This is an optimization exercise on Yosys and OpenROAD, whose aim is small area, a short achievable clock period and few clock cycles per item, not a production implementation.
The RTL was checked by simulation tests, not by an equivalence proof against the original design.
No activity file was given, so power comes from the tool's default toggle rates.

--- config.mk ---
export PLATFORM = sky130hd
export DESIGN_NAME = aspect_crop_nearest_scaler
export DESIGN_NICKNAME = aspect_crop_nearest_scaler
export VERILOG_FILES = /design/flow/design.v
export SDC_FILE = /design/flow/constraint.sdc
export NUM_CORES = 4
export LEC_CHECK = 0
export CAP_MARGIN = 20
export CORE_MARGIN = 2
export CORE_UTILIZATION = 40
export SETUP_SLACK_MARGIN = 5
export SLEW_MARGIN = 20
--- constraint.sdc ---
create_clock -name core_clock -period 10.0 [get_ports {clock}]
set_input_delay 2.0000 -clock core_clock [delete_from_list [all_inputs] [get_ports {clock}]]
set_output_delay 2.0000 -clock core_clock [all_outputs]
set_load 0.01 [all_outputs]
--- design.v ---
package acns_pkg;
   localparam int DIM_W     = 12;
   localparam int IDX_W     = 24;
   localparam int STAT_W    = 2;
   localparam int CSR_IDX_W = 3;
   localparam int FRAC_BITS = 16;
   localparam int POS_W     = 30;
   localparam logic [STAT_W-1:0] STATUS_OK      = 2'd0;
   localparam logic [STAT_W-1:0] STATUS_CLAMPED = 2'd1;
   localparam logic [STAT_W-1:0] STATUS_EMPTY   = 2'd2;
endpackage
module aspect_crop_nearest_scaler (
   input  logic                             clock,
   input  logic                             reset,
   input  logic                             req_valid,
   output logic                             req_ready,
   input  logic                             req_restart,
   output logic                             rsp_valid,
   input  logic                             rsp_ready,
   output logic [acns_pkg::DIM_W-1:0]       rsp_src_col,
   output logic [acns_pkg::DIM_W-1:0]       rsp_src_row,
   output logic [acns_pkg::DIM_W-1:0]       rsp_dst_col,
   output logic [acns_pkg::DIM_W-1:0]       rsp_dst_row,
   output logic [acns_pkg::IDX_W-1:0]       rsp_src_index,
   output logic [acns_pkg::IDX_W-1:0]       rsp_dst_index,
   output logic [acns_pkg::STAT_W-1:0]      rsp_status,
   output logic                             rsp_last,
   input  logic                             csr_wr_en,
   input  logic [acns_pkg::CSR_IDX_W-1:0]   csr_index,
   input  logic [acns_pkg::DIM_W-1:0]       csr_wdata
);
   localparam logic [29:0] POS_TOP = 30'h1000_0000;
   localparam logic [29:0] POS_BOT = 30'h2000_7FFF;    
   localparam logic [3:0] S_IDLE = 4'd0;
   localparam logic [3:0] S_M    = 4'd1;
   localparam logic [3:0] S_CMP  = 4'd2;
   localparam logic [3:0] S_INIT = 4'd3;
   localparam logic [3:0] S_DIV  = 4'd4;
   localparam logic [3:0] S_FIN  = 4'd5;
   localparam logic [3:0] S_M2   = 4'd6;
   localparam logic [3:0] S_F1   = 4'd7;
   localparam logic [3:0] S_F1A  = 4'd8;
   localparam logic [3:0] S_F1B  = 4'd9;
   localparam logic [3:0] S_FIN2 = 4'd10;
   logic [11:0] win_l, win_t, win_r, win_b, tw, th, sw, sh;
   logic        fixreq, specreq, spec_ok, in_spec;
   logic        tok0_v, tok0_r, tok1_v, tok1_r;
   logic [3:0]  st;
   logic [4:0]  cnt;
   logic        wide;
   logic        ready, first;
   logic [29:0] pos_x, pos_y, origin_x;
   logic [30:0] qx, qy;           
   logic        qa_hi;            
   logic [23:0] rem_x, rem_y, dlong;    
   logic [12:0] rem_a;
   logic        b_nce;
   logic        b_valid, b_first, b_colend, b_last, b_ylo, b_yhi, b_cyc;
   logic [11:0] b_cx, b_cy, b_col, b_row;
   logic [12:0] b_delta;
   logic [1:0]  b_status;
   logic        o_valid, o_last;
   logic [11:0] o_src_col, o_src_row, o_col, o_row;
   logic [23:0] o_src_index, o_dst_index;
   logic [1:0]  o_status;
   always_ff @(posedge clock) begin
      if (reset) begin
         win_l <= '0;
         win_t <= '0;
         win_r <= '0;
         win_b <= '0;
         tw    <= '0;
         th    <= '0;
         sw    <= 12'd1;
         sh    <= 12'd1;
      end else if (csr_wr_en) begin
         case (csr_index)
            3'd0: win_l <= csr_wdata;
            3'd1: win_t <= csr_wdata;
            3'd2: win_r <= csr_wdata;
            3'd3: win_b <= csr_wdata;
            3'd4: tw    <= csr_wdata;
            3'd5: th    <= csr_wdata;
            3'd6: sw    <= (csr_wdata == '0) ? 12'd1 : csr_wdata;
            default: sh <= (csr_wdata == '0) ? 12'd1 : csr_wdata;
         endcase
      end
   end
   logic [11:0] win_w, win_h;
   logic [12:0] dwx, dwy;
   assign dwx   = {1'b0, win_r} - {1'b0, win_l};
   assign dwy   = {1'b0, win_b} - {1'b0, win_t};
   assign win_w = dwx[12] ? 12'd0 : dwx[11:0];
   assign win_h = dwy[12] ? 12'd0 : dwy[11:0];
   logic out_free, b_move, p_fire, acc, setup_go, tgt_ok, spec_go, adopt, rst_hd, spec_hit;
   assign tgt_ok    = (tw != '0) && (th != '0);
   assign req_ready = !tok1_v;
   assign acc       = req_valid && !tok1_v;
   assign out_free  = !o_valid || rsp_ready;
   assign b_move    = b_valid && out_free;
   assign rst_hd    = tok0_v && tok0_r && tgt_ok;
   assign setup_go  = (st == S_IDLE) && !fixreq && rst_hd && !b_valid && !spec_ok;
   assign adopt     = (st == S_IDLE) && !fixreq && rst_hd && spec_ok;
   assign spec_go   = (st == S_IDLE) && !fixreq && specreq && !tok0_v && !ready && !b_valid &&
                      !(csr_wr_en && !(csr_index[2] && csr_index[1]));
   assign spec_hit  = csr_wr_en && (!csr_index[2] || !csr_index[1] ||
                                    (st == S_FIN2) || (st == S_M2) || spec_ok);
   assign p_fire    = (st == S_IDLE) && !fixreq && tok0_v && !(tok0_r && tgt_ok) &&
                      (!b_valid || out_free);
   always_ff @(posedge clock) begin
      if (reset) begin
         tok0_v <= 1'b0;
         tok1_v <= 1'b0;
      end else begin
         if (p_fire) begin
            if (tok1_v) begin
               tok0_v <= 1'b1;
               tok0_r <= tok1_r;
               tok1_v <= acc;
               tok1_r <= req_restart;
            end else begin
               tok0_v <= acc;
               tok0_r <= req_restart;
            end
         end else begin
            if (!tok0_v) begin
               tok0_v <= acc;
               tok0_r <= req_restart;
            end else if (!tok1_v) begin
               tok1_v <= acc;
               tok1_r <= req_restart;
            end
            if ((st == S_FIN2 && rst_hd) || adopt) tok0_r <= 1'b0;   
         end
      end
   end
   logic [13:0] nx, ny;
   logic [11:0] cx, cy, cur_col, cur_row;
   logic        kx, ylo, yhi, fv, col_end, is_last;
   logic [31:0] sum_x, sum_y;
   logic [29:0] adv_x, adv_y;
   logic [12:0] delta;
   assign nx = pos_x[29:16];
   assign ny = pos_y[29:16];
   always_comb begin
      kx = 1'b0;
      cx = nx[11:0];
      if (nx[13]) begin
         kx = 1'b1;
         cx = '0;
      end else if (nx[12] || nx[11:0] >= sw) begin
         kx = 1'b1;
         cx = sw - 12'd1;
      end
   end
   assign ylo = ny[13];
   assign yhi = !ny[13] && (ny[12] || ny[11:0] >= sh);
   assign cy  = ylo ? 12'd0 : (yhi ? sh - 12'd1 : ny[11:0]);
   assign fv      = ready && tgt_ok;
   assign cur_col = (first || b_colend) ? 12'd0 : b_col + 12'd1;
   assign cur_row = first ? 12'd0 : (b_colend ? b_row + 12'd1 : b_row);
   assign col_end = (first || b_colend) ? (tw <= 12'd1) : b_nce;
   assign is_last = col_end && (({1'b0, cur_row} + 13'd1) >= {1'b0, th});
   assign delta   = b_colend ? {1'b0, tw} - {1'b0, b_col} : 13'd1;
   assign sum_x = {{2{pos_x[29]}}, pos_x} + {2'b00, qx[29:0]};
   assign sum_y = {{2{pos_y[29]}}, pos_y} + {2'b00, qy[29:0]};
   assign adv_x = (!sum_x[31] && (|sum_x[30:28])) ? POS_TOP : sum_x[29:0];
   assign adv_y = (!sum_y[31] && (|sum_y[30:28])) ? POS_TOP : sum_y[29:0];
   logic [23:0] base, u_s, u_c, u_next, cyc_sw;
   assign base   = b_ylo ? 24'd0 : (b_yhi ? dlong : rem_y);
   assign cyc_sw = b_cyc ? {12'd0, sw} : 24'd0;
   assign u_s    = rem_y ^ rem_x ^ cyc_sw;
   assign u_c    = ((rem_y & rem_x) | (rem_y & cyc_sw) | (rem_x & cyc_sw)) << 1;
   assign u_next = u_s + u_c;
   logic        bx, by, bl;
   logic [23:0] max, may, mal;
   logic [11:0] div_a;
   logic [23:0] div_x, div_y;
   logic [24:0] ax, bxo, ay, byo, al, blo;
   logic        cix, ciy, cil;
   logic [25:0] rx, ry, rl;
   logic [13:0] ta, dx_a;
   logic        ga;
   logic       in_mul, nxt_m, nxt_f1;
   logic [3:0] nsel;
   assign in_mul = (st == S_M) || (st == S_M2) || (st == S_F1);
   assign nsel   = in_mul ? 4'd10 - cnt[3:0] : 4'd11;
   assign nxt_m  = (st == S_M) || ((st == S_IDLE) && !fixreq);
   assign nxt_f1 = (st == S_F1) || ((st == S_IDLE) && fixreq);
   always_ff @(posedge clock) begin
      by <= nxt_m ? win_w[nsel] : sw[nsel];
      bx <= nxt_m ? win_h[nsel] : sw[nsel];
      bl <= nxt_m ? th[nsel] : (nxt_f1 ? tw[nsel] : sw[nsel]);
   end
   always_comb begin
      if (st == S_M) begin
         may = {12'd0, th};      
         max = {12'd0, tw};      
         mal = {12'd0, tw};      
      end else if (st == S_F1) begin
         may = {12'd0, th};
         max = {12'd0, tw};
         mal = {12'd0, o_row};   
      end else begin
         may = {{10{pos_y[29]}}, pos_y[29:16]};   
         max = {10'd0, qy[29:16]};                
         mal = {12'd0, sh - 12'd1};               
      end
   end
   assign div_a = wide ? tw : th;
   assign div_x = wide ? {12'd0, tw - 12'd1} : dlong;
   assign div_y = wide ? dlong : {12'd0, th - 12'd1};
   always_comb begin
      if (st == S_DIV) begin
         ax = {rem_x, qx[30]};  bxo = ~{1'b0, div_x};  cix = 1'b1;
         ay = {rem_y, qy[30]};  byo = ~{1'b0, div_y};  ciy = 1'b1;
      end else begin
         ax = {rem_x, 1'b0};    bxo = bx ? {1'b0, max} : 25'd0;  cix = 1'b0;
         ay = {rem_y, 1'b0};    byo = by ? {1'b0, may} : 25'd0;  ciy = 1'b0;
      end
      if (st == S_INIT) begin
         al = {1'b0, dlong};    blo = ~{13'd0, div_a};  cil = 1'b1;
      end else if (st == S_F1A) begin
         al = {1'b0, dlong};    blo = {13'd0, o_col};   cil = 1'b0;
      end else begin
         al = {dlong, 1'b0};    blo = bl ? {1'b0, mal} : 25'd0;  cil = 1'b0;
      end
   end
   assign rx = {1'b0, ax} + {1'b0, bxo} + {25'd0, cix};
   assign ry = {1'b0, ay} + {1'b0, byo} + {25'd0, ciy};
   assign rl = {1'b0, al} + {1'b0, blo} + {25'd0, cil};
   assign ta   = {rem_a, qa_hi};
   assign dx_a = ta - {1'b0, div_a, 1'b0};
   assign ga   = !dx_a[13] || ta[13];
   logic [12:0] s_der, sum_lr, sum_tb;
   logic [31:0] diff;
   logic [29:0] org_der, org_dx, org_dy;
   assign sum_lr = {1'b0, win_l} + {1'b0, win_r};
   assign sum_tb = {1'b0, win_t} + {1'b0, win_b};
   assign s_der  = wide ? sum_tb : sum_lr;
   assign diff   = {4'd0, origin_x[12:0], 15'h7FFF} - {2'b00, pos_x};
   assign org_der = (qa_hi || ($signed(diff) < -32'sd536838145)) ? POS_BOT : diff[29:0];
   assign org_dx = ((!dwx[12] && dwx != '0) ? {2'b00, win_l, 16'd0} : {2'b00, sum_lr, 15'd0}) | 30'h7FFF;
   assign org_dy = ((!dwy[12] && dwy != '0) ? {2'b00, win_t, 16'd0} : {2'b00, sum_tb, 15'd0}) | 30'h7FFF;
   always_ff @(posedge clock) begin
      if (reset) begin
         st      <= S_IDLE;
         ready   <= 1'b0;
         b_valid <= 1'b0;
         o_valid <= 1'b0;
         fixreq  <= 1'b0;
         specreq <= 1'b0;
         spec_ok <= 1'b0;
         in_spec <= 1'b0;
      end else begin
         case (st)
            S_IDLE: begin
               if (fixreq)                   st <= S_F1;
               else if (setup_go || spec_go) st <= S_M;
            end
            S_M:    if (cnt == 5'd11) st <= S_CMP;
            S_CMP:  st <= S_INIT;
            S_INIT: st <= S_DIV;
            S_DIV:  if (cnt == 5'd30) st <= S_FIN;
            S_FIN:  st <= S_FIN2;
            S_FIN2: st <= S_M2;
            S_M2:   if (cnt == 5'd11) st <= S_IDLE;
            S_F1:   if (cnt == 5'd11) st <= S_F1A;
            S_F1A:  st <= S_F1B;
            S_F1B:  st <= S_M2;
            default: st <= S_IDLE;
         endcase
         if (in_spec && (st != S_IDLE) && spec_hit) begin
            st <= S_IDLE;                       
         end
         if (spec_go) begin
            in_spec <= 1'b1;
         end else if (st == S_IDLE) begin
            in_spec <= 1'b0;
         end
         if (!ready && spec_hit) begin
            specreq <= 1'b1;
         end else if (spec_go) begin
            specreq <= 1'b0;
         end
         if (csr_wr_en || adopt || spec_go || setup_go || (st == S_IDLE && fixreq)) begin
            spec_ok <= 1'b0;
         end else if (st == S_FIN2 && in_spec && !rst_hd) begin
            spec_ok <= 1'b1;
         end
         if (csr_wr_en && ready && (csr_index == 3'd4 || csr_index == 3'd6 || csr_index == 3'd7)) begin
            fixreq <= 1'b1;
         end else if (st == S_IDLE) begin
            fixreq <= 1'b0;
         end
         if ((st == S_FIN2 && (!in_spec || rst_hd)) || adopt) begin
            ready <= 1'b1;
         end else if (p_fire && (!fv || is_last)) begin
            ready <= 1'b0;
         end
         if (p_fire) begin
            b_valid <= 1'b1;
         end else if (b_move) begin
            b_valid <= 1'b0;
         end
         if (b_move) begin
            o_valid <= 1'b1;
         end else if (rsp_ready) begin
            o_valid <= 1'b0;
         end
      end
   end
   always_ff @(posedge clock) begin
      case (st)
         S_M, S_DIV, S_M2, S_F1: cnt <= cnt + 5'd1;
         default: cnt <= '0;
      endcase
      case (st)
         S_M, S_M2: begin
            rem_x <= rx[23:0];
            rem_y <= ry[23:0];
            dlong <= rl[23:0];
         end
         S_F1, S_F1A: begin
            dlong <= rl[23:0];
         end
         S_CMP: begin
            wide <= rem_y > rem_x;
         end
         S_INIT: begin
            dlong <= rl[23:0];                  
            origin_x <= {17'd0, s_der};
            if (wide) begin
               rem_a <= {4'd0, rem_y[23:15]};
               {qa_hi, pos_x} <= {rem_y[14:0], 4'd0, tw};
               rem_x <= '0;
               qx    <= {3'd0, win_w, 16'd0};
               rem_y <= {15'd0, rem_y[23:15]};
               qy    <= {rem_y[14:0], 16'd0};
            end else begin
               rem_a <= {4'd0, rem_x[23:15]};
               {qa_hi, pos_x} <= {rem_x[14:0], 4'd0, th};
               rem_x <= {15'd0, rem_x[23:15]};
               qx    <= {rem_x[14:0], 16'd0};
               rem_y <= '0;
               qy    <= {3'd0, win_h, 16'd0};
            end
         end
         S_DIV: begin
            rem_x <= rx[25] ? rx[23:0] : ax[23:0];
            qx    <= {qx[29:0], rx[25]};
            rem_y <= ry[25] ? ry[23:0] : ay[23:0];
            qy    <= {qy[29:0], ry[25]};
            rem_a <= ga ? dx_a[12:0] : ta[12:0];
            {qa_hi, pos_x} <= {pos_x, ga};
         end
         S_FIN: begin
            pos_x    <= org_der;
         end
         S_FIN2: begin
            rem_x    <= '0;
            rem_y    <= '0;
            dlong    <= '0;
            first    <= 1'b1;
            origin_x <= wide ? org_dx : pos_x;
            pos_x    <= wide ? org_dx : pos_x;
            pos_y    <= wide ? pos_x : org_dy;
            qx       <= (tw > 12'd1) ? (qx[30] ? 31'h3FFF_FFFF : {1'b0, qx[29:0]}) : '0;
            qy       <= (th > 12'd1) ? (qy[30] ? 31'h3FFF_FFFF : {1'b0, qy[29:0]}) : '0;
         end
         S_F1B: begin
            b_nce <= ({1'b0, b_col} + 13'd2) >= {1'b0, tw};
            rem_x <= '0;
            rem_y <= '0;
            dlong <= '0;
         end
         S_IDLE: begin
            if (fixreq || setup_go || spec_go) begin
               rem_x <= '0;
               rem_y <= '0;
               dlong <= '0;
            end
            if (p_fire && fv && !is_last) begin
               first <= 1'b0;
               if (col_end) begin
                  pos_x <= origin_x;
                  pos_y <= adv_y;
               end else begin
                  pos_x <= adv_x;
               end
            end
            if (b_move && b_colend && !b_last) begin
               rem_y <= u_next;
            end
         end
         default: ;
      endcase
      if (p_fire) begin
         if (!fv) begin
            b_cx     <= '0;
            b_cy     <= '0;
            b_col    <= '0;
            b_row    <= '0;
            b_status <= acns_pkg::STATUS_EMPTY;
            b_last   <= 1'b0;
            b_colend <= 1'b0;
            b_first  <= 1'b1;
            b_ylo    <= 1'b1;
            b_yhi    <= 1'b0;
         end else begin
            b_cx     <= cx;
            b_cy     <= cy;
            b_col    <= cur_col;
            b_row    <= cur_row;
            b_status <= (kx || ylo || yhi) ? acns_pkg::STATUS_CLAMPED : acns_pkg::STATUS_OK;
            b_last   <= is_last;
            b_colend <= col_end;
            b_nce    <= ({1'b0, cur_col} + 13'd2) >= {1'b0, tw};
            b_first  <= first;
            b_ylo    <= ylo;
            b_yhi    <= yhi;
         end
         b_delta <= delta;
         b_cyc   <= sum_y[16] ^ pos_y[16] ^ qy[16];
      end
      if (st == S_F1B) begin
         o_dst_index <= dlong;
      end else if (b_move) begin
         o_src_col   <= b_cx;
         o_src_row   <= b_cy;
         o_col       <= b_col;
         o_row       <= b_row;
         o_src_index <= base + {12'd0, b_cx};
         o_dst_index <= b_first ? 24'd0 : o_dst_index + {{11{b_delta[12]}}, b_delta};
         o_status    <= b_status;
         o_last      <= b_last;
      end
   end
   assign rsp_valid     = o_valid;
   assign rsp_src_col   = o_src_col;
   assign rsp_src_row   = o_src_row;
   assign rsp_dst_col   = o_col;
   assign rsp_dst_row   = o_row;
   assign rsp_src_index = o_src_index;
   assign rsp_dst_index = o_dst_index;
   assign rsp_status    = o_status;
   assign rsp_last      = o_last;
endmodule
--- run.sh ---
#!/bin/bash
# synth_recipe.tcl (not shown) runs the flow's synth.tcl, then flattens the netlist and writes it again
# the make line also repeats each setting of config.mk as NAME=value (left out here)
make -C /OpenROAD-flow-scripts/flow DESIGN_CONFIG=/design/flow/config.mk WORK_HOME=/design/flow/orfs CLKGATE_MAP_FILE= SYNTH_SCRIPT=/design/flow/synth_recipe.tcl finish
==> results of run 1 <==
-- kinds of logic after synthesis --
group	count (synthesis)	share of synthesized area [%]
AO/OA/AOI/OAI	1506	23.4
adder cells (fa/ha/maj)	404	12.2
AND/OR/NAND/NOR	1556	16.4
flip-flops	528	33.8
buffers and inverters	525	4.70
XOR/XNOR	302	6.10
multiplexers	141	3.34
-- per-layer routing --
| layer | GRT usage (%) | routed length (µm) |
|---|---|---|
| met1 | 40.9 | 71900 |
| met3 | 5.40 | 16600 |
| met4 | 13.9 | 9060 |
| met5 | 0 | 44 |
| met2 | 43.2 | 70000 |
-- cell usage in the layout (no fill, tap or decap), drive strengths merged, types with 30 or more instances in the layout --
master / n
a21oi: 424
a21o: 148
xnor2: 209
ha: 374
edfxtp: 410
clkbuf: 88
nand3: 129
a31oi: 48
o22ai: 32
nor2: 410
o21a: 47
o31ai: 31
nand4: 44
or3: 37
nand2b: 46
a22oi: 39
clkdlybuf4s50: 120
and3: 30
o21ai: 251
a22o: 37
dfxtp: 118
o21bai: 32
nor2b: 52
mux2i: 120
buf: 106
and2: 35
a211oi: 105
xor2: 93
o211ai: 65
inv: 247
nor3: 118
fa: 30
a221o: 41
nand2: 564
-- per-stage QoR --
stage               total power [µW]  std cells
detailed placement             10500       6287
floorplan                       8280       4962
global route                   14200       6440
CTS                            13200       6422
global placement               10500       6286
finish                         13500       6441
-- power breakdown --
| group | internal [µW] | switching (µW) |
|---|---|---|
| clock network | 1530 | 1040 |
| registers | 3070 | 891 |
| logic | 2640 | 4310 |
-- worst min path at each step --
stage,startpoint,to,slack [ns],depth (start not counted)
after floorplan,b_cy[0]$_SDFFCE_PP0P_,o_src_row[0]$_DFFE_PP_,0.40,0
after global placement,b_cy[7]$_SDFFCE_PP0P_,o_src_row[7]$_DFFE_PP_,0.40,0
after detailed placement,b_status[1]$_SDFFCE_PN1P_,o_status[1]$_DFFE_PP_,0.41,0
after CTS,b_status[1]$_SDFFCE_PN1P_,o_status[1]$_DFFE_PP_,0.42,0
after global routing,b_status[1]$_SDFFCE_PN1P_,o_status[1]$_DFFE_PP_,0.42,0
final,b_status[1]$_SDFFCE_PN1P_,o_status[1]$_DFFE_PP_,0.42,0
-- worst max-delay path: stages (launching register included) --
cell	delay, ns
dfxtp_1	0.92
inv_1	0.31
nand3_1	0.19
xnor2_1	0.08
a21oi_1	0.25
o22ai_1	0.13
ha_1	0.25
a21o_1	0.20
a21o_1	0.21
a2111oi_4	0.36
o31ai_1	0.10
a211o_1	0.39
o211ai_2	0.29
a21oi_2	0.13
o311ai_4	0.34
buf_4	0.19
nand2_4	0.12
a22o_1	0.22
-- flip-flops by register name (all words and copies together), names as in the netlist, 24 cells and up --
| register | cells |
|---|---|
| pos_y | 30 |
| rem_x | 24 |
| dlong | 24 |
| o_src_index | 24 |
| qx | 31 |
| pos_x | 30 |
| o_dst_index | 24 |
| origin_x | 30 |
| rem_y | 24 |
| qy | 31 |
-- cell type report --
cell class | count | area [µm²] | area share [%]
diodes | 1 | 2.50 | 0.00511
inverters | 247 | 948 | 1.94
repair buffers | 227 | 2170 | 4.43
flip-flops and latches | 528 | 14700 | 30.0
clock buffers | 87 | 1860 | 3.79
well taps | 1403 | 1760 | 3.58
clock inverters | 36 | 417 | 0.850
multi-input cells | 3912 | 27200 | 55.4
-- timing repair --
action / in CTS / in global routing
endpoints found under the setup margin: 131 / 138
gates resized for setup: 39 / 68
buffers inserted: 10 / 15
cloned: 2 / 2
hold buffers: 0 / 0
pin swaps: 5 / 15
==> results.yml, run 1 <==
grt:
  gr-total-overflow: 0
  grt_pass1_vias: 36800
  grt_pass1_wl_um: 244000
  grt_max_degree: 75
  grt_antenna_before_repair: 5
  grt.total_usage_pct: 29.2
clock_tree:
  cts-root-buf: "clkbuf_16"
  clk_latency_ns: 0.67
  cts_max_level: 3
  cts_buffer_depth: 3
  cts.sinks: 528
  clk_pin_slew_worst_paths_ns: 0.06
  cts_buffers: 68
  cts_tree: "yes"
floorplanning:
  core_mm2: 0.107
  rows: 120
  fp.dieArea_mm2: 0.111
  start_util_pct: 40.4
  ioPinCount: 122
  fp.dieH_um: 333
  dieWidth_um: 333
placement:
  placed_area_mm2: 0.0460
  place_hpwl_um: 126000
  io_buffers: 121
  gp_congestion: 1.02
  dp_slack_ns: 3.86
synth:
  ys_ff_latch: 528
  async_flop_share_pct: 0
  synth_top_cell_by_area: "edfxtp_1"
  synth_ff_type: "edfxtp_1"
  yosys-top-cells-area: "edfxtp_1, ha_1, dfxtp_1, nand2_1, a21oi_1"
  synth_enable_flop_cells: 410
  synthesis.nets: 5387
  syn_avg_cell_area_um2: 8.74
  syn_inst: 4962
  ys_warn_count: 1
  synth_top_area_share_pct: 28.4
  ys_seq_area_share_pct: 33.8
  syn_area_mm2: 0.0434
  yosysMostFrequentCell: "nand2_1"
  synth_cell_types: 108
  synth_commonest_cells: "nand2_1, a21oi_1, edfxtp_1, nor2_1, ha_1"
worst_setup_path:
  startpoint: "tw[8]$_SDFFE_PP0P_"
  start_kind: "register"
  r2r-end: "rem_x[23]$_DFFE_PP_"
  reg2regPathDepth: 17
  r2r_setup_slack_ns: 5.04
  cp.arrival_ns: 5.33
  crit_fanout: 12
  reg2reg_from: "tw[8]$_SDFFE_PP0P_"
  crit_type: "reg2reg"
  worstPathRequired_ns: 10.37
  cp-end-kind: "register"
  critPathCapture: "rem_x[23]$_DFFE_PP_"
cells_and_area:
  post-route-util_pct: 45.6
  drive_gt1_share_pct: 7.46
  area_delta_synth_final_pct: 12.9
  finalInstanceArea_mm2: 0.0490
  fill_cells: 10300
  nNetsFinal: 5409
sta:
  tightest_slew_ns: 1.19
  fin_crit_ns: 4.96
  final.period_utilization_pct: 49.6
  setup_slack_ns: 5.04
  setup_viol: 0
  tns_ns: 0
  maxSlewViolCount: 0
  hold_ws_ns: 0.416
  rsz0062_at_grt: "no"
  hold_viol: 0
  relSlewSlack_pct: 19.9
  fmax_ghz: 0.202
  skew_ns: 0.0477
pwr:
  peakVddDrop_mv: 0.127
  powerDensity_mw_per_mm2: 275
  p_leak_uw: 0.0194
drt:
  dr.pass1.iters: 6
  via_count: 39900
  drt-total-wl_um: 168000
  wl_per_cell_um: 26.0
  drc: 0
  drtIter0Drc: 4910
  route.antenna.remaining_nets: 0
  routed_via_density: 6.19
flow_run:
  maxCapViolCount: 0
worst_hold_path:
  hp-class: "reg2reg"
run_status:
  status: "finished clean"
Testbench counts, summed over its fixed seeds: cycles 68,013, items 54,757.
==> run 2, diff against run 1 <==
--- a/config.mk
+++ b/config.mk
@@ -7,6 +7,6 @@
 export LEC_CHECK = 0
 export CAP_MARGIN = 20
 export CORE_MARGIN = 2
-export CORE_UTILIZATION = 40
+export CORE_UTILIZATION = 50
 export SETUP_SLACK_MARGIN = 5
 export SLEW_MARGIN = 20
==> run 2 against run 1 <==
  * Register-to-register slack gained 0.096 ns
  * Wire length decreased by 0.93%
  * Sequential share of layout area up 0.29 points
  * Maximum frequency rose by 2.0%
  * Critical path depth unchanged
  * Non-clock buffer count shrank 10
  * Clock skew down 0.028 ns
  * Core utilization rose by 11 points
  * First-iteration DRC count up 1.4%
  * Design area decreased by 0.95%
  * Critical path type unchanged
  * Critical endpoint is now rem_y[23]$_DFFE_PP_
  * Highest routed layer unchanged
==> results.yml, run 2 <==
run_status:
  status: "finished clean"
floorplanning:
  fp.dieH_um: 299
  rows: 108
  ioPinCount: 122
  core_mm2: 0.0863
  dieWidth_um: 299
  fp.dieArea_mm2: 0.0891
  start_util_pct: 50.2
pwr:
  p_comb_share_pct: 51.3
  p_sw_uw: 6200
  intPower_uw: 7190
  p_sw_share_pct: 46.3
  peakVddDrop_mv: 0.173
  pwr-share-seq_pct: 29.7
  powerDensity_mw_per_mm2: 276
  p_leak_uw: 0.0193
  clkPwrFrac_pct: 19.0
clock_tree:
  clk_latency_ns: 0.64
  cts_max_level: 3
  cts-root-buf: "clkbuf_16"
  clk_pin_slew_worst_paths_ns: 0.06
  cts.sinks: 528
  cts_buffer_depth: 3
  cts_buffers: 67
  cts_tree: "yes"
synth:
  synth_cell_types: 108
  synth_ff_type: "edfxtp_1"
  synth_top_family_by_area: "compound AO/OA/AOI/OAI gates"
  ys_seq_area_share_pct: 33.8
  syn_area_mm2: 0.0434
  synth_commonest_cells: "nand2_1, a21oi_1, edfxtp_1, nor2_1, ha_1"
  async_flop_share_pct: 0
  yosys-top-cells-area: "edfxtp_1, ha_1, dfxtp_1, nand2_1, a21oi_1"
  synthSimpleGateAreaFrac_pct: 16.4
  ys_warn_count: 1
  synth_top_area_share_pct: 28.4
  syn_inst: 4962
  syn_avg_cell_area_um2: 8.74
  synthMuxAreaShare_pct: 3.34
  yosysMostFrequentCell: "nand2_1"
  synth-compound-area-share_pct: 23.4
  synth_enable_flop_cells: 410
  ys_ff_latch: 528
  synthesis.nets: 5387
  synth_xor_area_share_pct: 6.10
  synthAdderAreaFrac_pct: 12.2
  synth_top_cell_by_area: "edfxtp_1"
sta:
  relSlewSlack_pct: 23.0
  hold_ws_ns: 0.420
  tightest_slew_ns: 1.15
  fin_crit_ns: 4.87
  fmax_ghz: 0.206
  hold_viol: 0
  maxSlewViolCount: 0
  rsz0062_at_grt: "yes"
  skew_ns: 0.0197
  final.period_utilization_pct: 48.7
  tns_ns: 0
  setup_viol: 0
drt:
  dr.pass1.iters: 7
  wl_per_cell_um: 26.9
  via_count: 39700
  drt-total-wl_um: 166000
  drtIter0Drc: 4979
  drc: 0
  route.antenna.remaining_nets: 0
  routed_via_density: 6.43
cells_and_area:
  fill_cells: 7942
  area_delta_synth_final_pct: 11.9
  drive_gt1_share_pct: 7.17
  nNetsFinal: 5398
  top_regs: "qx: 31 flops, qy: 31 flops"
  mostFrequentLayoutCells: "nand2_1, a21oi_1, edfxtp_1"
  finalInstanceArea_mm2: 0.0485
  post-route-util_pct: 56.2
  final_common_cell: "nand2_1"
worst_setup_path:
  cp.arrival_ns: 5.34
  worstPathRequired_ns: 10.47
  crit_type: "reg2reg"
  start_kind: "register"
  crit_fanout: 18
  cp-end-kind: "register"
worst_hold_path:
  hp-class: "reg2reg"
grt:
  grt.total_usage_pct: 36.1
  gr-total-overflow: 0
  grt_pass1_wl_um: 242000
  grt_max_degree: 78
  grt_pass1_vias: 36800
  grt_antenna_before_repair: 8
flow_run:
  maxCapViolCount: 0
placement:
  placed_area_mm2: 0.0456
  io_buffers: 121
  gp_congestion: 1.00
  place_hpwl_um: 124000
## run 2: cell types whose count changed in the layout (fill, tap and decap cells not counted), moves of 3 or more
cell,previous run,this run
inv_6,2,6
clkbuf_1,15,12
clkinv_1,9,5
a21oi_2,10,7
mux2i_2,3,6
buf_4,90,79
mux2i_4,5,1
clkbuf_8,0,3
## run 2: final cells by class
| type | count | area [µm²] | area share, % |
|---|---|---|---|
| multi-input cells | 3912 | 27100 | 55.8 |
| flip-flops and latches | 528 | 14700 | 30.3 |
| repair buffers | 217 | 2140 | 4.40 |
| clock buffers | 86 | 1850 | 3.80 |
| well taps | 1155 | 1450 | 2.98 |
| inverters | 247 | 946 | 1.95 |
| clock inverters | 30 | 377 | 0.776 |
| diodes | 3 | 7.51 | 0.0155 |
## run 2: cells by family after synthesis
logic type	Yosys count
AO/OA/AOI/OAI	1506
XOR/XNOR	302
adder cells (fa/ha/maj)	404
buffers and inverters	525
flip-flops	528
multiplexers	141
AND/OR/NAND/NOR	1556
## run 2: metrics by stage
| step | instances | setup slack [ns] | total power, µW |
|---|---|---|---|
| floorplan | 4962 | 5.10 | 8280 |
| global placement | 6032 | 4.22 | 10500 |
| detailed placement | 6032 | 4.08 | 10500 |
| CTS | 6156 | 4.97 | 13100 |
| global route | 6175 | 4.94 | 14100 |
| finish | 6178 | 5.13 | 13400 |
## run 2: critical path: stages, from the launching register on
cell and delay [ns]:
dfxtp_1 0.65, clkinvlp_4 0.30, ha_1 0.29, nand2_1 0.13
xnor2_1 0.09, mux2_2 0.29, o22ai_1 0.16, ha_1 0.32
a21o_1 0.22, a21o_1 0.21, a21oi_1 0.15, nor2_1 0.08
a211oi_4 0.38, a21oi_1 0.18, o21ai_1 0.29, o211a_1 0.60
a222oi_1 0.23, o21ai_1 0.12
## run 2: per-layer routing
| layer | up-vias | global-route usage [%] | share of wire, % |
|---|---|---|---|
| met3 | 399 | 7.62 | 9.8 |
| li1 | 18300 | - | - |
| met5 | - | 0 | 0.029 |
| met1 | 19100 | 49.0 | 42 |
| met2 | 1921 | 54.8 | 43 |
| met4 | 8 | 17.8 | 5.6 |
## run 2: what timing repair did
action / in CTS / in global routing
hold buffers: 0 / 0
buffers inserted: 6 / 13
cloned: 2 / 4
pin swaps: 2 / 4
endpoints found under the setup margin: 103 / 120
resized for setup: 36 / 58
## run 2: worst paths after layout
| path | start | cells after the start | end | slack, ns |
|---|---|---|---|---|
| max | th[1]$_SDFFE_PP0P_ | 17 | rem_y[23]$_DFFE_PP_ | 5.13 |
| min | b_cy[11]$_SDFFCE_PP0P_ | 0 | o_src_row[11]$_DFFE_PP_ | 0.42 |
| max reg2reg | th[1]$_SDFFE_PP0P_ | 17 | rem_y[23]$_DFFE_PP_ | 5.13 |
| min reg2reg | b_cy[11]$_SDFFCE_PP0P_ | 0 | o_src_row[11]$_DFFE_PP_ | 0.42 |
## run 2: power by group through the flow
stage / Sequential, µW / Combinational (µW) / Clock, µW
2_1_floorplan: 3460 / 4830 / 0
3_3_place_gp: 3990 / 6490 / 0
3_5_place_dp: 3990 / 6520 / 0
4_1_cts: 3950 / 6600 / 2570
5_1_grt: 3980 / 7450 / 2640
6_report: 3980 / 6870 / 2540
==> run 3, diff against run 2 <==
--- a/design.v
+++ b/design.v
@@ -57,9 +57,8 @@
    logic        b_nce;
    logic        b_valid, b_first, b_colend, b_last, b_ylo, b_yhi, b_cyc;
    logic [11:0] b_cx, b_cy, b_col, b_row;
-   logic [12:0] b_delta;
    logic [1:0]  b_status;
-   logic        o_valid, o_last;
+   logic        o_valid, o_last, o_colend;
    logic [11:0] o_src_col, o_src_row, o_col, o_row;
    logic [23:0] o_src_index, o_dst_index;
    logic [1:0]  o_status;
@@ -139,7 +138,6 @@
    logic        kx, ylo, yhi, fv, col_end, is_last;
    logic [31:0] sum_x, sum_y;
    logic [29:0] adv_x, adv_y;
-   logic [12:0] delta;
    assign nx = pos_x[29:16];
    assign ny = pos_y[29:16];
    always_comb begin
@@ -161,11 +159,12 @@
    assign cur_row = first ? 12'd0 : (b_colend ? b_row + 12'd1 : b_row);
    assign col_end = (first || b_colend) ? (tw <= 12'd1) : b_nce;
    assign is_last = col_end && (({1'b0, cur_row} + 13'd1) >= {1'b0, th});
-   assign delta   = b_colend ? {1'b0, tw} - {1'b0, b_col} : 13'd1;
    assign sum_x = {{2{pos_x[29]}}, pos_x} + {2'b00, qx[29:0]};
    assign sum_y = {{2{pos_y[29]}}, pos_y} + {2'b00, qy[29:0]};
    assign adv_x = (!sum_x[31] && (|sum_x[30:28])) ? POS_TOP : sum_x[29:0];
    assign adv_y = (!sum_y[31] && (|sum_y[30:28])) ? POS_TOP : sum_y[29:0];
+   logic [12:0] delta;
+   assign delta  = o_colend ? {1'b0, tw} - {1'b0, o_col} : 13'd1;
    logic [23:0] base, u_s, u_c, u_next, cyc_sw;
    assign base   = b_ylo ? 24'd0 : (b_yhi ? dlong : rem_y);
    assign cyc_sw = b_cyc ? {12'd0, sw} : 24'd0;
@@ -420,7 +419,6 @@
             b_ylo    <= ylo;
             b_yhi    <= yhi;
          end
-         b_delta <= delta;
          b_cyc   <= sum_y[16] ^ pos_y[16] ^ qy[16];
       end
       if (st == S_F1B) begin
@@ -431,7 +429,8 @@
          o_col       <= b_col;
          o_row       <= b_row;
          o_src_index <= base + {12'd0, b_cx};
-         o_dst_index <= b_first ? 24'd0 : o_dst_index + {{11{b_delta[12]}}, b_delta};
+         o_dst_index <= b_first ? 24'd0 : o_dst_index + {{11{delta[12]}}, delta};
+         o_colend    <= b_colend;
          o_status    <= b_status;
          o_last      <= b_last;
       end
--- a/config.mk
+++ b/config.mk
@@ -7,6 +7,6 @@
 export LEC_CHECK = 0
 export CAP_MARGIN = 20
 export CORE_MARGIN = 2
-export CORE_UTILIZATION = 50
+export CORE_UTILIZATION = 40
 export SETUP_SLACK_MARGIN = 5
 export SLEW_MARGIN = 20
==> run 3 against run 2 <==
  * Largest power group unchanged
  * Design area is 0.70% lower
  * First-iteration DRC count fell by 14%
  * Synthesized cell count grew 0.48%
  * Sequential cell count down 12
  * Critical path type unchanged
  * Sequential power rose by 3%
  * Clock skew up 0.0072 ns
==> results.yml, run 3 <==
floorplanning:
  start_util_pct: 40.4
  rows: 119
  fp.dieArea_mm2: 0.109
  fp.dieH_um: 331
  ioPinCount: 122
  dieWidth_um: 331
  core_mm2: 0.106
cells_and_area:
  nNetsFinal: 5438
  area_delta_synth_final_pct: 12.9
  fill_cells: 10300
  final_common_cell: "nand2_1"
  drive_gt1_share_pct: 7.88
  mostFrequentLayoutCells: "nand2_1, a21oi_1, edfxtp_1"
  top_regs: "qx: 31 flops, qy: 31 flops"
  finalNonFillerCells: 6466
sta:
  final.period_utilization_pct: 50.0
  skew_ns: 0.0269
  fin_crit_ns: 5.00
  tightest_slew_ns: 1.24
  fmax_ghz: 0.200
  tns_ns: 0
  maxSlewViolCount: 0
  relSlewSlack_pct: 16.7
  hold_viol: 0
  rsz0062_at_grt: "yes"
  setup_viol: 0
drt:
  drtIter0Drc: 4286
  dr_wl_met2_um: 72400
  route.antenna.remaining_nets: 0
  dr.pass1.iters: 6
  wl_per_cell_um: 25.6
  routed_via_density: 6.15
  top_layer: "met5"
  met3_length_um: 16000
  via_count: 39700
  drt-total-wl_um: 166000
  drc: 0
  drt-met1-wl_um: 68500
clock_tree:
  cts_buffers: 66
  cts-hold-fix-buffers: 0
  clk_pin_slew_worst_paths_ns: 0.06
  cts-root-buf: "clkbuf_16"
  cts_buffer_depth: 3
  cts_max_level: 3
  cts_tree: "yes"
  cts.sinks: 516
  clk_latency_ns: 0.65
grt:
  grt_antenna_before_repair: 11
  grt_pass1_vias: 36700
  gr-total-overflow: 0
  grt_max_degree: 153
  grt_pass1_wl_um: 240000
  grt.total_usage_pct: 29.4
worst_setup_path:
  crit_type: "reg2reg"
  cp-end-kind: "register"
  critPathBufInv: 3
  start_kind: "register"
  r2r_setup_slack_ns: 5.00
  worstPathRequired_ns: 10.36
  cp.arrival_ns: 5.36
  path_cells: "buf_16, mux2i_4, inv_1, a21oi_1, ha_1, a211oi_1, o21ai_0, a211oi_1, o31a_1, o21ai_4, buf_4, o21ba_2, o21ai_1, a221oi_2, o221ai_1, a21oi_1"
  crit_family: "compound AO/OA/AOI/OAI gates"
  cpMaxStageDelayCell: "mux2i_4"
  crit_fanout: 152
  cpPeakStageDelay_ns: 0.58
synth:
  syn_avg_cell_area_um2: 8.56
  synth_top_cell_by_area: "edfxtp_1"
  synth_cell_types: 93
  ys_ff_latch: 516
  synth_enable_flop_cells: 398
  synth_top_area_share_pct: 28.0
  synth_ff_type: "edfxtp_1"
  synthesis.nets: 5410
  syn_area_mm2: 0.0427
  ys_warn_count: 1
  syn_inst: 4986
  yosys-top-cells-area: "edfxtp_1, ha_1, nand2_1, dfxtp_1, a21oi_1"
  yosysMostFrequentCell: "nand2_1"
  async_flop_share_pct: 0
  ys_seq_area_share_pct: 33.5
  synth_commonest_cells: "nand2_1, a21oi_1, nor2_1"
run_status:
  status: "finished clean"
pwr:
  powerDensity_mw_per_mm2: 296
  p_leak_uw: 0.0188
  peakVddDrop_mv: 0.165
placement:
  placed_cells: 6308
  gp_congestion: 1.00
  place_hpwl_um: 124000
  io_buffers: 121
flow_run:
  maxCapViolCount: 0
worst_hold_path:
  hp-class: "reg2reg"
run 3: changes by cell type in the layout (fill, tap and decap cells not counted), moves of 16 or more:
cell / change
a211oi_1: -40
a21o_1: -42
a21oi_1: +33
a22o_1: -21
buf_4: +29
nand2_1: +97
nor2b_1: -17
o21ai_0: +43
o221ai_1: +16
run 3: logic make-up after synthesis:
group                    share of synthesized area, %
AND/OR/NAND/NOR                                  17.0
multiplexers                                     3.10
flip-flops                                       33.5
adder cells (fa/ha/maj)                          12.3
XOR/XNOR                                         6.61
AO/OA/AOI/OAI                                    22.8
buffers and inverters                            4.62
run 3: routing by layer:
metal	vias up	track usage [%]
li1	18300	-
met3	428	6.80
met5	-	1.00
met2	1946	45.1
met4	6	13.9
met1	19100	39.0
run 3: what timing repair did:
action	4_1_cts	5_1_grt
setup endpoints to repair	81	145
buffers inserted	8	18
resized for setup	38	53
gates cloned	3	0
pin swaps	6	13
run 3: layout make-up:
class	count	area (µm²)	area share, %
Clock inverter	40	438	0.909
Antenna cell	14	35.0	0.0727
Tap cell	1391	1740	3.61
Timing Repair Buffer	237	2160	4.48
Sequential cell	516	14300	29.7
Clock buffer	75	1740	3.60
Inverter	244	922	1.91
Multi-Input combinational cell	3949	26800	55.7
run 3: per-stage QoR:
step	worst slack, ns	util (%)	hold slack [ns]	total power (µW)	cell area [µm²]
after floorplan	5.03	-	0.400	8790	42700
after global placement	3.49	43.0	0.403	11400	45300
after detailed placement	3.47	43.0	0.405	11400	45300
after CTS	4.93	45.3	0.414	14000	47800
after global routing	4.88	45.6	0.420	15000	48200
final	5.00	45.7	0.416	14300	48200
run 3: power breakdown:
group / switching, µW / internal, µW
Sequential: 985 / 3090
Clock: 1030 / 1460
Combinational: 4830 / 2890
run 3: path summary, 6_finish.rpt:
| check | start | endpoint | cells after the start |
|---|---|---|---|
| worst min register to register | b_cy[7]$_SDFFCE_PP0P_ | o_src_row[7]$_DFFE_PP_ | 0 |
| worst min-delay path | b_cy[7]$_SDFFCE_PP0P_ | o_src_row[7]$_DFFE_PP_ | 0 |
| worst max register to register | wide$_DFFE_PP_ | dlong[23]$_SDFFCE_PP0P_ | 16 |
| worst max-delay path | wide$_DFFE_PP_ | dlong[23]$_SDFFCE_PP0P_ | 16 |
run 3: worst register-to-register path, stage by stage, from the launching register on:
cell and delay, ns:
edfxtp_1 0.40, buf_16 0.47, mux2i_4 0.68, inv_1 0.26
a21oi_1 0.34, ha_1 0.31, a211oi_1 0.35, o21ai_0 0.21
a211oi_1 0.25, o31a_1 0.26, o21ai_4 0.10, buf_4 0.14
o21ba_2 0.20, o21ai_1 0.36, a221oi_2 0.11, o221ai_1 0.19
a21oi_1 0.10
Testbench counts of run 3, summed over its fixed seeds: cycles 68,013, items 54,757.
==> run 4, diff against run 3 <==
--- a/config.mk
+++ b/config.mk
@@ -7,6 +7,6 @@
 export LEC_CHECK = 0
 export CAP_MARGIN = 20
 export CORE_MARGIN = 2
-export CORE_UTILIZATION = 40
+export CORE_UTILIZATION = 50
 export SETUP_SLACK_MARGIN = 5
 export SLEW_MARGIN = 20
==> run 4 against run 3 <==
  * Still clean
  * Combinational power decreased by 0.9%
  * Clock skew is 0.0091 ns higher
  * Global-route usage grew 6.8 points
  * Largest cell class unchanged
  * Highest routed layer is now met4
==> results.yml, run 4 <==
run_status:
  status: "finished clean"
sta:
  hold_ws_ns: 0.414
  tightest_slew_ns: 1.20
  final.period_utilization_pct: 48.4
  setup_viol: 0
  fin_crit_ns: 4.84
  skew_ns: 0.0360
  fmax_ghz: 0.206
  relSlewSlack_pct: 17.9
  tns_ns: 0
  hold_viol: 0
  rsz0062_at_grt: "yes"
  maxSlewViolCount: 0
cells_and_area:
  drive_gt1_share_pct: 7.92
  diodes: 0
  fill_cells: 7987
  area_delta_synth_final_pct: 11.5
  nNetsFinal: 5423
  finalNonFillerCells: 6194
  mostFrequentLayoutCells: "nand2_1, a21oi_1, edfxtp_1"
  final_common_cell: "nand2_1"
  top_regs: "qx: 31 flops, qy: 31 flops"
  post-route-util_pct: 56.1
floorplanning:
  fp.dieArea_mm2: 0.0877
  ioPinCount: 122
  fp.dieH_um: 296
  dieWidth_um: 296
  rows: 107
  start_util_pct: 50.3
  core_mm2: 0.0849
worst_setup_path:
  crit_family: "compound AO/OA/AOI/OAI gates"
  crit_type: "reg2reg"
  cpPeakStageDelay_ns: 0.51
  worstPathRequired_ns: 10.41
  start_kind: "register"
  critPathBufInv: 2
  path_cells: "inv_1, ha_1, xnor2_1, nand2_1, o21ai_0, o21ai_0, a221oi_1, nor2_1, ha_1, o21ai_0, o21ai_0, a211oi_1, o31a_1, o21ai_4, a211o_1, nand4_1, buf_4, xnor2_1, a21oi_1, a21oi_1"
  cpMaxStageDelayCell: "xnor2_1"
  cp.arrival_ns: 5.25
  cp-end-kind: "register"
  crit_path_frequent_cell: "o21ai_0"
  crit_fanout: 5
pwr:
  intPower_uw: 7230
  p_leak_uw: 0.0187
  peakVddDrop_mv: 0.181
  clkPwrFrac_pct: 16.2
  p_sw_share_pct: 48.2
  p_comb_share_pct: 54.8
  p_sw_uw: 6720
  power_uw: 14000
  powerDensity_mw_per_mm2: 293
  pwr-share-seq_pct: 29.0
synth:
  syn_inst: 4986
  yosysMostFrequentCell: "nand2_1"
  async_flop_share_pct: 0
  synth_enable_flop_cells: 398
  ys_ff_latch: 516
  synth_commonest_cells: "nand2_1, a21oi_1, nor2_1"
  syn_avg_cell_area_um2: 8.56
  yosys-top-cells-area: "edfxtp_1, ha_1, nand2_1, dfxtp_1, a21oi_1"
  ys_warn_count: 1
  syn_area_mm2: 0.0427
  ys_seq_area_share_pct: 33.5
  synth_top_cell_by_area: "edfxtp_1"
  synth_cell_types: 93
  synthesis.nets: 5410
  synth_ff_type: "edfxtp_1"
  synth_top_area_share_pct: 28.0
clock_tree:
  cts_buffer_depth: 3
  cts_tree: "yes"
  cts-root-buf: "clkbuf_16"
  clk_pin_slew_worst_paths_ns: 0.07
  clk_latency_ns: 0.69
  cts_buffers: 59
  cts.sinks: 516
  cts_max_level: 2
  cts-hold-fix-buffers: 0
drt:
  drtIter0Drc: 4763
  drt-total-wl_um: 163000
  wl_per_cell_um: 26.3
  top_layer: "met4"
  routed_via_density: 6.38
  met3_length_um: 15200
  dr.pass1.iters: 8
  drc: 0
  via_count: 39500
  route.antenna.remaining_nets: 0
  dr_wl_met2_um: 72200
  drt-met1-wl_um: 66900
grt:
  gr-total-overflow: 0
  grt_pass1_vias: 36500
  grt_max_degree: 77
  grt_antenna_before_repair: 0
  grt.total_usage_pct: 36.2
  grt_pass1_wl_um: 238000
worst_hold_path:
  hp-class: "reg2reg"
placement:
  placed_cells: 6046
  gp_congestion: 1.01
  io_buffers: 121
  place_hpwl_um: 123000
flow_run:
  maxCapViolCount: 0
-- run 4: cell counts after synthesis --
No cell type changed its count.
-- run 4: area by class of cell --
cell class | instances | area, µm² | share of cell area (%)
clock buffers | 81 | 1670 | 3.52
clock inverters | 31 | 304 | 0.639
inverters | 244 | 918 | 1.93
multi-input cells | 3948 | 26800 | 56.4
flip-flops and latches | 516 | 14300 | 30.1
well taps | 1144 | 1430 | 3.01
repair buffers | 230 | 2090 | 4.40
-- run 4: stage by stage --
stage	instance area, µm²	worst slack [ns]
floorplan	42700	5.03
global placement	44900	3.82
detailed placement	44900	3.70
CTS	47100	5.00
global route	47600	4.88
finish	47600	5.16
-- run 4: cell families after synthesis --
family          share of synthesized area, %
mux                                     3.10
flops                                   33.5
buf+inv                                 4.62
compound gates                          22.8
simple gates                            17.0
xor+xnor                                6.61
fa+ha+maj                               12.3
-- run 4: path summary, 6_finish.rpt --
| check | start | to | cells past startpoint | slack, ns |
|---|---|---|---|---|
| worst min register to register | b_cy[11]$_SDFFCE_PP0P_ | o_src_row[11]$_DFFE_PP_ | 0 | 0.41 |
| worst max register to register | sh[0]$_SDFFE_PP1P_ | dlong[21]$_SDFFCE_PP0P_ | 20 | 5.16 |
| worst max-delay path | sh[0]$_SDFFE_PP1P_ | dlong[21]$_SDFFCE_PP0P_ | 20 | 5.16 |
| worst min-delay path | b_cy[11]$_SDFFCE_PP0P_ | o_src_row[11]$_DFFE_PP_ | 0 | 0.41 |
-- run 4: routing by layer --
layer  GRT usage [%]  vias up
li1                -    18200
met1            48.3    18900
met2            56.2     1954
met3            6.88      386
met4            17.6        0
met5               0        -
-- run 4: what timing repair did --
item / CTS / global route
setup buffers: 13 / 20
cloned: 1 / 1
resized for setup: 35 / 68
pin swaps: 3 / 17
setup endpoints to repair: 66 / 151
-- run 4: worst reg2reg max path: cells and delay by family (launching register included) --
family          cells  cell delay [ns]
simple gates        3             0.43
buf+inv             2             0.30
compound gates     11             2.14
fa+ha+maj           2             0.61
flops               1             0.44
xor+xnor            2             0.62
-- run 4: power by group through the flow --
stage	clock network, µW	registers (µW)	logic, µW
2_1_floorplan	0	3510	5280
3_3_place_gp	0	4060	7260
3_5_place_dp	0	4060	7300
4_1_cts	2280	4010	7410
5_1_grt	2350	4050	8300
6_report	2260	4050	7650

-- port drivers added, routing unchanged --
Ports are ideal in the flow. The routed layouts listed here were re-timed in OpenROAD.
Step 1 sets driving cells, clkbuf_16 on the clock port and buf_2 on the other inputs (assumed; they add their load-dependent delay and slew).
Step 2 also shifts input and output timing later by t, the mid clock arrival at the registers, as if the neighbouring blocks saw the same clock.
a / b / c = no drivers / after step 1 / after step 2; a / b = the first two.
run	shift t [ns]	setup slack, ns	worst setup path after step 2
run 1	0.712	5.037 / 5.037 / 4.791	input to register
run 2	0.692	5.134 / 5.134 / 4.945	input to register
run 3	0.707	4.999 / 4.999 / 4.728	input to register
run 4	0.742	5.157 / 5.157 / 4.845	input to register
After both steps every run listed still meets setup and hold. The setup slack of run 4, which loses most, moves by 0.000 ns with the drivers and by -0.312 ns with both steps.
